This design comes from an exercise in tuning for small area, a short achievable clock period and few clock cycles on the open sky130 flow, not from production work. Where RTL was checked, it was by simulation tests only, not by an equivalence proof against the original. Power and IR drop assume default switching activity.

Design neuron_pe, start of the top module:
module neuron_pe #(
    parameter int DW    = 8,
    parameter int WW    = 8,
    parameter int LANES = 8,
    parameter int ACCW  = 24,
    parameter int NW    = 16,
    parameter int SHW   = 4
) (
    input  logic                    clk,
    input  logic                    rst,
    input  logic                    start,
    input  logic [NW-1:0]           n_len,
    input  logic [SHW-1:0]          shift,
    input  logic [1:0]              act_mode,
    input  logic [LANES*ACCW-1:0]   bias,
    input  logic                    in_valid,
    output logic                    in_ready,
    input  logic [DW-1:0]           in_data,
    input  logic [LANES*WW-1:0]     weight,
    output logic                    out_valid,
    input  logic                    out_ready,
    output logic [LANES*DW-1:0]     out_data,
    output logic                    busy
);
Size in the first run: ~5,300 cells after synthesis, about 360 I/O pins.
Settings: LEC_CHECK=0, ABC_CLOCK_PERIOD_IN_PS=2500, CAP_MARGIN=20, CORE_MARGIN=2, CORE_UTILIZATION=40, SETUP_SLACK_MARGIN=3.0, SLEW_MARGIN=20; clock period 6.0 ns.
standard.sh (not shown) runs the stock make flow with config.mk's settings and CLKGATE_MAP_FILE= SYNTH_SCRIPT=/design/flow/synth_recipe.tcl, a recipe that flattens the netlist after the stock synthesis.
==> flow/flow/run.sh <==
#!/bin/bash
# The standard layout (the standard.sh, unchanged synthesis and steps),
# with one change: the port buffers that placement inserts on every input and
# output are sky130_fd_sc_hd__buf_1 instead of the tool's default pick
# (clkdlybuf4s50_1, a slower delay cell with almost three times the area).
# ORFS's own logs stay under orfs/logs/; make's output goes to make_*.log here.
set -euo pipefail
export BUFFER_PORTS_ARGS="-buffer_cell sky130_fd_sc_hd__buf_1"
bash standard.sh synth > make_synth.log 2>&1
bash standard.sh finish > make_finish.log 2>&1
The starting point ran to the end with no violations.
Testbench counts at the start, summed over its fixed seeds: cycles 9,187.
Edit:
Settings changed: CORE_UTILIZATION 40 to 60, PLACE_DENSITY set to 0.75.
Effect: Total power fell by 1.0%; core utilization rises by 22 points; count of clock-buffer cells in the layout fell by 5; clock skew went down by 0.0044 ns; critical path depth is lower by 5; register-to-register slack gets worse by 0.15 ns; setup slack degrades by 0.15 ns.

neuron_pe, a different RTL version from the one above (not shown whole).
Size in the first run: about 560 flip-flops, roughly 360 I/O pins, about 0.049 mm^2 of cells after synthesis.
## neuron_pe
module neuron_pe #(
    parameter int DW    = 8,
    parameter int WW    = 8,
    parameter int LANES = 8,
    parameter int ACCW  = 24,
    parameter int NW    = 16,
    parameter int SHW   = 4
) (
    input  logic                    clk,
    input  logic                    rst,
    input  logic                    start,
    input  logic [NW-1:0]           n_len,
    input  logic [SHW-1:0]          shift,
    input  logic [1:0]              act_mode,
    input  logic [LANES*ACCW-1:0]   bias,
    input  logic                    in_valid,
    output logic                    in_ready,
    input  logic [DW-1:0]           in_data,
    input  logic [LANES*WW-1:0]     weight,
    output logic                    out_valid,
    input  logic                    out_ready,
    output logic [LANES*DW-1:0]     out_data,
    output logic                    busy
);
==> flow/config.mk <==
export PLATFORM = sky130hd
export DESIGN_NAME = neuron_pe
export DESIGN_NICKNAME = neuron_pe
export VERILOG_FILES = /design/flow/design.v
export SDC_FILE = /design/flow/constraint.sdc
export NUM_CORES = 4
export LEC_CHECK = 0
export ABC_CLOCK_PERIOD_IN_PS = 2500
export CAP_MARGIN = 20
export CORE_MARGIN = 2
export CORE_UTILIZATION = 40
export SETUP_SLACK_MARGIN = 3.0
export SLEW_MARGIN = 20
==> flow/constraint.sdc <==
create_clock -name core_clock -period 6.0 [get_ports {clk}]
set_input_delay 1.2000 -clock core_clock [delete_from_list [all_inputs] [get_ports {clk}]]
set_output_delay 1.2000 -clock core_clock [all_outputs]
set_load 0.01 [all_outputs]
run.sh (not shown) runs the stock make flow with config.mk's settings and CLKGATE_MAP_FILE= SYNTH_SCRIPT=/design/flow/synth_recipe.tcl, a recipe that flattens the netlist after the stock synthesis.
Stock flow here: none of the scripts above is used.
The starting point produced a clean layout.
Edit:
SETUP_SLACK_MARGIN = 3.4   (was 3.0)
The new run ran to the end with no violations.
Clock-buffer cell count climbs by 19.
Global-route usage climbs by 2.2 points.
Area after synthesis does not change.
Power climbs by 7.1%.
Worst setup slack gains 13 ps.
Via count climbs by 5.1%.
Clock skew climbs by 15 ps.
Sequential power climbs by about 0.7%.
Wire length climbs by 8.2%.
No functional check of the RTL was part of any run of this note.

[port drivers added, routing unchanged]
No port has a modelled driver above. Below, the same layouts with a new extraction and two added sets of constraints.
Step 1, drivers: a clkbuf_16 drives clk and a buf_2 each remaining input, both assumed.
Step 2 also shifts input and output timing later by t, the mid clock arrival at the registers, as if the neighbouring blocks saw the same clock.
Three values: no drivers, after step 1, after step 2; two values: the first two.
| run | t, ns | slack for setup (ns) | cell pins on the clock port's net |
|---|---|---|---|
| the first run of note 1 | 0.730 | 3.041 / 3.041 / 3.041 | 1 |
| the second run of note 1 | 0.701 | 2.888 / 2.888 / 2.888 | 1 |
| the first run of note 2 | 0.739 | 2.876 / 2.876 / 2.876 | 1 |
| the second run of note 2 | 0.733 | 2.888 / 2.888 / 2.888 | 1 |
After both steps every run listed still meets setup and hold.
